Source: an optimization exercise on an open RTL-to-GDS flow (aim: small area, a short achievable clock period and few clock cycles per item). Production flows keep margins and buffers that such runs may drop.
In this exercise RTL edits were held to simulation tests only and were not proved equivalent to the original.
Power is estimated from default activity; no workload was simulated.

// lkst_top
module lkst_top
(
    input  logic        clk,
    input  logic        rst_n,
    input  logic        in_valid,
    output logic        in_ready,
    input  logic        in_action,
    input  logic [31:0] in_now_tick,
    input  logic [7:0]  in_protocol,
    input  logic [31:0] in_sensor_id,
    input  logic [7:0]  in_channel,
    input  logic [15:0] in_temperature,
    input  logic [7:0]  in_humidity,
    input  logic [1:0]  in_battery,
    input  logic [2:0]  in_read_slot,
    output logic        out_valid,
    input  logic        out_ready,
    output logic [2:0]  out_slot_index,
    output logic        out_key_hit,
    output logic        out_evicted,
    output logic [3:0]  out_fill_count,
    output logic        out_slot_valid,
    output logic [7:0]  out_protocol,
    output logic [31:0] out_sensor_id,
    output logic [7:0]  out_channel,
    output logic [15:0] out_temperature,
    output logic [7:0]  out_humidity,
    output logic [1:0]  out_battery,
    output logic [31:0] out_age_ticks
);
Size: ~5500 cells after synthesis, ~230 I/O pins, about 57000 um^2 of cells after synthesis.
clock: 5.0 ns
lec_check: 0
cap_margin: 20
core_margin: 2
core_utilization: 45
setup_slack_margin: 1.6
slew_margin: 20
tns_end_percent: 5
standard.sh (not shown) runs the stock make flow with config.mk's settings and CLKGATE_MAP_FILE= SYNTH_SCRIPT=/design/flow/synth_recipe.tcl, a recipe that flattens the netlist after the stock synthesis.
==> flow/flow/run.sh <==
#!/bin/bash
# The standard layout, with a plain buffer on each port and CTS without
# dummy balancing loads.
set -euo pipefail
export BUFFER_PORTS_ARGS="-buffer_cell sky130_fd_sc_hd__buf_2"
export CTS_ARGS="-sink_clustering_enable -repair_clock_nets -dont_use_dummy_load"
bash standard.sh > standard.log 2>&1
Testbench counts at the start, summed over its fixed seeds: cycles 4,816, items 4,800.
Rerun with:
CORE_UTILIZATION = 55   (was 45)
PLACE_DENSITY = 0.65   (was default)
SETUP_SLACK_MARGIN = 2.0   (was 1.6)
Global-route usage goes up by 7.0 points.
Setup slack gains 0.23 ns.
Wire length decreases by 0.87%.
Non-clock buffer count came out higher by 102.
Die area shrinks by 18%.
First-iteration DRC count rose by 4.6%.
Worst hold slack gains 0.026 ns.
Core utilization rises by 13 points.
Power went down by 1.5%.
Synthesized cell count does not change.
Sequential power is about the same.
Rerun with:
CORE_UTILIZATION = 45   (was 55)
PLACE_DENSITY = default   (was 0.65)
After rerunning:
- The changed run went through all stages and came out clean
- global-route usage falls by 6.5 points
- combinational power barely changes
- setup slack is better by 0.20 ns
- worst hold slack gets worse by 0.021 ns
- design area is higher by 0.33%
- total power goes up by 2.8%
- via count went down by 1.1%
- maximum frequency grows by 6.2%
- sequential power stays flat
- wire length rises by 2.6%


lkst_top, a different RTL version from the one above (not shown whole).
Size: about 4400 cells after synthesis, roughly 55000 sq um of cells after synthesis.
Settings: LEC_CHECK=0, CAP_MARGIN=20, CORE_MARGIN=2, CORE_UTILIZATION=45, SETUP_SLACK_MARGIN=2.0, SLEW_MARGIN=20; clock period 5.0 ns.
Scripts as last shown in full above: flow/flow/run.sh
Testbench counts at the start, summed over its fixed seeds: cycles 4,816, items 4,800.
Then changed:
==> flow/run.sh (new file) <==
#!/bin/bash
# synth_recipe.tcl (not shown) runs the flow's synth.tcl, then flattens the netlist and writes it again
# the make line also repeats each setting of config.mk as NAME=value (left out here)
make -C /OpenROAD-flow-scripts/flow DESIGN_CONFIG=/design/flow/config.mk WORK_HOME=/design/flow/orfs CLKGATE_MAP_FILE= SYNTH_SCRIPT=/design/flow/synth_recipe.tcl finish
removed: flow/flow/run.sh
removed: flow/standard.sh
Cell area increases by 3.8%.
Die area stays the same.
Non-clock buffer count increases by 82.


Setup of east:
The RTL this note starts from:
==> flow/design.v <==
module lkst_top
(
    input  logic        clk,
    input  logic        rst_n,
    input  logic        in_valid,
    output logic        in_ready,
    input  logic        in_action,
    input  logic [31:0] in_now_tick,
    input  logic [7:0]  in_protocol,
    input  logic [31:0] in_sensor_id,
    input  logic [7:0]  in_channel,
    input  logic [15:0] in_temperature,
    input  logic [7:0]  in_humidity,
    input  logic [1:0]  in_battery,
    input  logic [2:0]  in_read_slot,
    output logic        out_valid,
    input  logic        out_ready,
    output logic [2:0]  out_slot_index,
    output logic        out_key_hit,
    output logic        out_evicted,
    output logic [3:0]  out_fill_count,
    output logic        out_slot_valid,
    output logic [7:0]  out_protocol,
    output logic [31:0] out_sensor_id,
    output logic [7:0]  out_channel,
    output logic [15:0] out_temperature,
    output logic [7:0]  out_humidity,
    output logic [1:0]  out_battery,
    output logic [31:0] out_age_ticks
);
    localparam int N = 8;
    logic [N-1:0]        r_valid;
    logic [N-1:0][47:0]  r_key;
    logic [N-1:0][25:0]  r_pay;
    logic [N-1:0][31:0]  r_seen;
    logic [N-1:0][N-1:0] r_old;
    logic [3:0]          r_count;
    logic                r_pv;
    logic                r_act;
    logic [47:0]         r_ikey;   
    logic [25:0]         r_ipay;
    logic [31:0]         r_tick;
    logic [2:0]          r_rslot;
    logic [N-1:0]        r_hoh;    
    logic                r_hit;    
    logic [N-1:0]        r_rsel;   
    logic [N-1:0]        r_tlt;    
    logic [N-1:0]        r_tgt;    
    logic [N-1:0]        r_lru;    
    logic                r_ovld;
    logic [2:0]          r_oslot;
    logic                r_ohit;
    logic                r_oevict;
    logic                r_osv;
    logic [47:0]         r_okey;
    logic [25:0]         r_opay;
    logic [31:0]         r_oage;
    logic [47:0]         key;
    logic                accept;
    logic                out_free;
    logic                fire;
    logic                up;
    logic [N-1:0]        eq;
    logic [N-1:0]        mv;
    logic                eq_prev;
    logic [N-1:0]        hit_oh;
    logic [N-1:0]        free_oh;
    logic [N-1:0]        lru_oh;
    logic [N-1:0]        slot_oh;
    logic [2:0]          slot;
    logic                hit;
    logic                full;
    logic [N-1:0]        wen;
    logic [N-1:0]        t_lt;    
    logic [N-1:0]        t_gt;    
    logic                f_lt;    
    logic                f_gt;
    logic [N-1:0]        lru_next;
    logic [47:0]         rd_key;
    logic [25:0]         rd_pay;
    logic                rd_valid;
    logic [N-1:0]        in_rdec;
    logic [32:0]         in_age;
    function automatic logic [N-1:0] first1(logic [N-1:0] v);
        logic         seen;
        first1 = '0;
        seen   = 1'b0;
        for (int i = 0; i < N; i++) begin
            first1[i] = v[i] && !seen;
            seen      = seen || v[i];
        end
    endfunction
    function automatic logic [1:0] cmp31(logic [30:0] a, logic [30:0] b);
        logic [31:0] g;
        logic [31:0] l;
        g = {1'b0, a & ~b};
        l = {1'b0, ~a & b};
        for (int w = 16; w >= 1; w = w / 2) begin
            for (int i = 0; i < w; i++) begin
                g[i] = g[2*i+1] | (!l[2*i+1] & g[2*i]);
                l[i] = l[2*i+1] | (!g[2*i+1] & l[2*i]);
            end
        end
        cmp31 = {g[0], l[0]};
    endfunction
    assign key      = {in_protocol, in_sensor_id, in_channel};
    assign out_free = !r_ovld || out_ready;
    assign fire     = r_pv && out_free;
    assign in_ready = !r_pv || out_free;
    assign accept   = in_valid && in_ready;
    assign up       = fire && !r_act;
    always_comb begin
        for (int j = 0; j < N; j++) begin
            eq[j] = r_key[j] == key;
        end
    end
    assign eq_prev = r_ikey == key;
    always_comb begin
        for (int j = 0; j < N; j++) begin
            mv[j] = wen[j] ? eq_prev : (r_valid[j] && eq[j]);
        end
    end
    assign hit     = r_hit;
    assign full    = &r_valid;
    assign hit_oh  = r_hoh;
    assign free_oh = first1(~r_valid);
    function automatic logic [N-1:0] lru_steps(logic [N-1:0] p0, int lo, int hi,
                                               logic [N-1:0][N-1:0] old);
        logic [N-1:0] p;
        logic         take;
        p = p0;
        for (int i = 1; i < N; i++) begin
            if (i >= lo && i <= hi) begin
                take = |(p & old[i]);
                if (take) begin
                    p = '0;
                    p[i] = 1'b1;
                end
            end
        end
        lru_steps = p;
    endfunction
    function automatic logic [N-1:0] lru_pick(logic [N-1:0][N-1:0] old);
        logic [N-1:0] q;
        logic [N-1:0] r;
        q = lru_steps(8'b1, 1, 3, old);
        lru_pick = '0;
        for (int c = 0; c < 4; c++) begin
            r = lru_steps(8'(1 << c), 4, 7, old);
            lru_pick = lru_pick | (r & {N{q[c]}});
        end
    endfunction
    always_comb begin : lru_after
        logic [N*N-1:0] m;
        lru_next = '0;
        for (int k = 0; k < N; k++) begin
            m = r_old;
            for (int j = 0; j < k; j++) m[k*N+j] = r_tlt[j];
            for (int i = k + 1; i < N; i++) m[i*N+k] = r_tgt[i];
            lru_next = lru_next | (lru_pick(m) & {N{wen[k]}});
        end
    end
    assign lru_oh = r_lru;
    assign slot_oh = hit ? hit_oh : (!full ? free_oh : lru_oh);
    assign wen     = up ? slot_oh : '0;
    always_comb begin
        slot = '0;
        for (int i = 0; i < N; i++) begin
            if (slot_oh[i]) slot = slot | 3'(i);
        end
    end
    always_comb begin : tick_cmp
        logic [1:0] c;
        logic       x;
        for (int j = 0; j < N; j++) begin
            c = cmp31(in_now_tick[30:0], r_seen[j][30:0]);
            x = in_now_tick[31] ^ r_seen[j][31];
            t_lt[j] = x ^ c[0];
            t_gt[j] = x ^ c[1];
        end
        c = cmp31(in_now_tick[30:0], r_tick[30:0]);
        x = in_now_tick[31] ^ r_tick[31];
        f_lt = x ^ c[0];
        f_gt = x ^ c[1];
    end
    always_comb begin
        rd_key  = '0;
        rd_pay  = '0;
        for (int j = 0; j < N; j++) begin
            rd_key  = rd_key  | (r_key[j]  & {48{r_rsel[j]}});
            rd_pay  = rd_pay  | (r_pay[j]  & {26{r_rsel[j]}});
        end
    end
    assign rd_valid = |r_rsel;
    always_comb begin : age_lo
        logic [31:0] seen_tab;
        logic        fwd;
        logic [16:0] lo_fwd;
        logic [16:0] lo_tab;
        seen_tab = '0;
        for (int j = 0; j < N; j++) begin
            in_rdec[j] = in_read_slot == 3'(j);
            seen_tab   = seen_tab | (r_seen[j] & {32{in_rdec[j]}});
        end
        fwd    = |(wen & in_rdec);
        lo_fwd = {1'b0, in_now_tick[15:0]} - {1'b0, r_tick[15:0]};
        lo_tab = {1'b0, in_now_tick[15:0]} - {1'b0, seen_tab[15:0]};
        in_age = fwd ? {lo_fwd[16], r_tick[31:16], lo_fwd[15:0]}
                     : {lo_tab[16], seen_tab[31:16], lo_tab[15:0]};
    end
    always_ff @(posedge clk) begin
        if (accept) begin
            r_act   <= in_action;
            r_ikey  <= in_action ? {15'b0, in_age} : key;
            r_ipay  <= {in_temperature, in_humidity, in_battery};
            r_tick  <= in_now_tick;
            r_rslot <= in_read_slot;
            r_hoh   <= first1(mv);
            r_hit   <= |mv;
            for (int j = 0; j < N; j++) begin
                r_rsel[j] <= in_rdec[j] && (r_valid[j] || wen[j]);
                r_tlt[j]  <= wen[j] ? f_lt : t_lt[j];
                r_tgt[j]  <= wen[j] ? f_gt : t_gt[j];
            end
        end
        for (int j = 0; j < N; j++) begin
            if (wen[j]) begin
                r_key[j]  <= r_ikey;
                r_pay[j]  <= r_ipay;
                r_seen[j] <= r_tick;
            end
        end
        for (int i = 1; i < N; i++) begin
            for (int j = 0; j < i; j++) begin
                if (wen[i]) begin
                    r_old[i][j] <= r_tlt[j];
                end else if (wen[j]) begin
                    r_old[i][j] <= r_tgt[i];
                end
            end
        end
        if (|wen) begin
            r_lru <= lru_next;
        end
        if (fire) begin
            r_oslot  <= r_act ? r_rslot : slot;
            r_ohit   <= !r_act && hit;
            r_oevict <= !r_act && !hit && full;
            r_osv    <= !r_act || rd_valid;
            r_okey   <= r_act ? rd_key : r_ikey;
            r_opay   <= r_act ? rd_pay : r_ipay;
            r_oage   <= (r_act && rd_valid) ?
                        {r_tick[31:16] - r_ikey[31:16] - 16'(r_ikey[32]), r_ikey[15:0]} : '0;
        end
    end
    always_ff @(posedge clk) begin
        if (!rst_n) begin
            r_valid <= '0;
            r_count <= '0;
            r_ovld  <= 1'b0;
            r_pv    <= 1'b0;
        end else begin
            r_valid <= r_valid | wen;
            if (up && !hit && !full) begin
                r_count <= r_count + 4'd1;
            end
            if (accept) begin
                r_pv <= 1'b1;
            end else if (fire) begin
                r_pv <= 1'b0;
            end
            if (fire) begin
                r_ovld <= 1'b1;
            end else if (out_ready) begin
                r_ovld <= 1'b0;
            end
        end
    end
    assign out_valid      = r_ovld;
    assign out_slot_index = r_oslot;
    assign out_key_hit    = r_ohit;
    assign out_evicted    = r_oevict;
    assign out_fill_count = r_count;
    assign out_slot_valid = r_osv;
    assign {out_protocol, out_sensor_id, out_channel} = r_okey;
    assign {out_temperature, out_humidity, out_battery} = r_opay;
    assign out_age_ticks  = r_oage;
endmodule
clock: 5.0 ns
lec_check: 0
cap_margin: 20
core_margin: 2
core_utilization: 45
setup_slack_margin: 2.0
slew_margin: 20
tns_end_percent: 5
==> flow/flow/run.sh <==
#!/bin/bash
# The standard layout, with a plain buffer on each port and CTS with
# smaller clock buffers and without dummy balancing loads.
set -euo pipefail
export BUFFER_PORTS_ARGS="-buffer_cell sky130_fd_sc_hd__buf_2"
export CTS_ARGS="-sink_clustering_enable -repair_clock_nets -dont_use_dummy_load -buf_list sky130_fd_sc_hd__clkbuf_8"
bash standard.sh > standard.log 2>&1
east did not stop at any stage, and its layout met the timing, design-rule and antenna checks.
Testbench counts of east, summed over its fixed seeds: cycles 4,816, items 4,800.
### east -> middle
==> flow/flow/run.sh <==
#!/bin/bash
# The standard layout, with a plain buffer on each port and CTS without
# dummy balancing loads.
set -euo pipefail
export BUFFER_PORTS_ARGS="-buffer_cell sky130_fd_sc_hd__buf_2"
export CTS_ARGS="-sink_clustering_enable -repair_clock_nets -dont_use_dummy_load"
bash standard.sh > standard.log 2>&1
- Between east and middle, the difference in buffering overhead is negligible.
- middle vs east, layout-stage area growth over the synthesis result went up by 1.1 points.
- Comparing east and middle, the lower cell area was measured on east.
- Sort east and middle by non-clock buffer count desc -> top: east
- Delta (middle minus east): sequential fraction of total cell area has decreased; first-pass detailed-route iteration total essentially unchanged; insertion delay of the later-clocked pin in the worst-skew pair went down by 0.19 ns; final clock period utilization by the worst path increased by 2.3 points relative to the old numbers.

separate check: timing with driven ports:
Ports are ideal in the flow. The routed layouts listed here were re-timed in OpenROAD. Step 1, drivers: a clkbuf_16 drives clk and a buf_2 each remaining input, both assumed. Step 2 adds t to the input delays and takes it off the output delays; t is the mean of the earliest and latest rising clock arrival at the registers after step 1. Input paths then give back, and output paths get back, about the clock's delay inside the block. a / b / c = ideal ports / drivers / drivers and shift; a / b = the first two.
| run | t (ns) | setup slack, ns | worst hold slack (ns) |
|---|---|---|---|
| the first run of note 1 | 0.808 | 1.374 / 1.374 / 0.718 | 0.404 / 0.354 / 0.467 |
| the second run of note 1 | 0.769 | 1.604 / 1.625 / 0.856 | 0.430 / 0.376 / 0.477 |
| the third run of note 1 | 0.804 | 1.802 / 1.802 / 1.000 | 0.410 / 0.361 / 0.468 |
| the first run of note 2 | 0.831 | 1.288 / 1.288 / 0.827 | 0.382 / 0.325 / 0.498 |
| the second run of note 2 | 0.814 | 1.337 / 1.337 / 0.753 | 0.490 / 0.490 / 0.490 |
| east | 0.984 | 1.664 / 1.647 / 0.664 | 0.201 / 0.152 / 0.523 |
| middle | 0.826 | 1.550 / 1.402 / 0.577 | 0.382 / 0.322 / 0.542 |
After both steps every run listed still meets setup and hold. The setup slack of east, which loses most, moves by -0.017 ns with the drivers and by -1.000 ns with both steps.
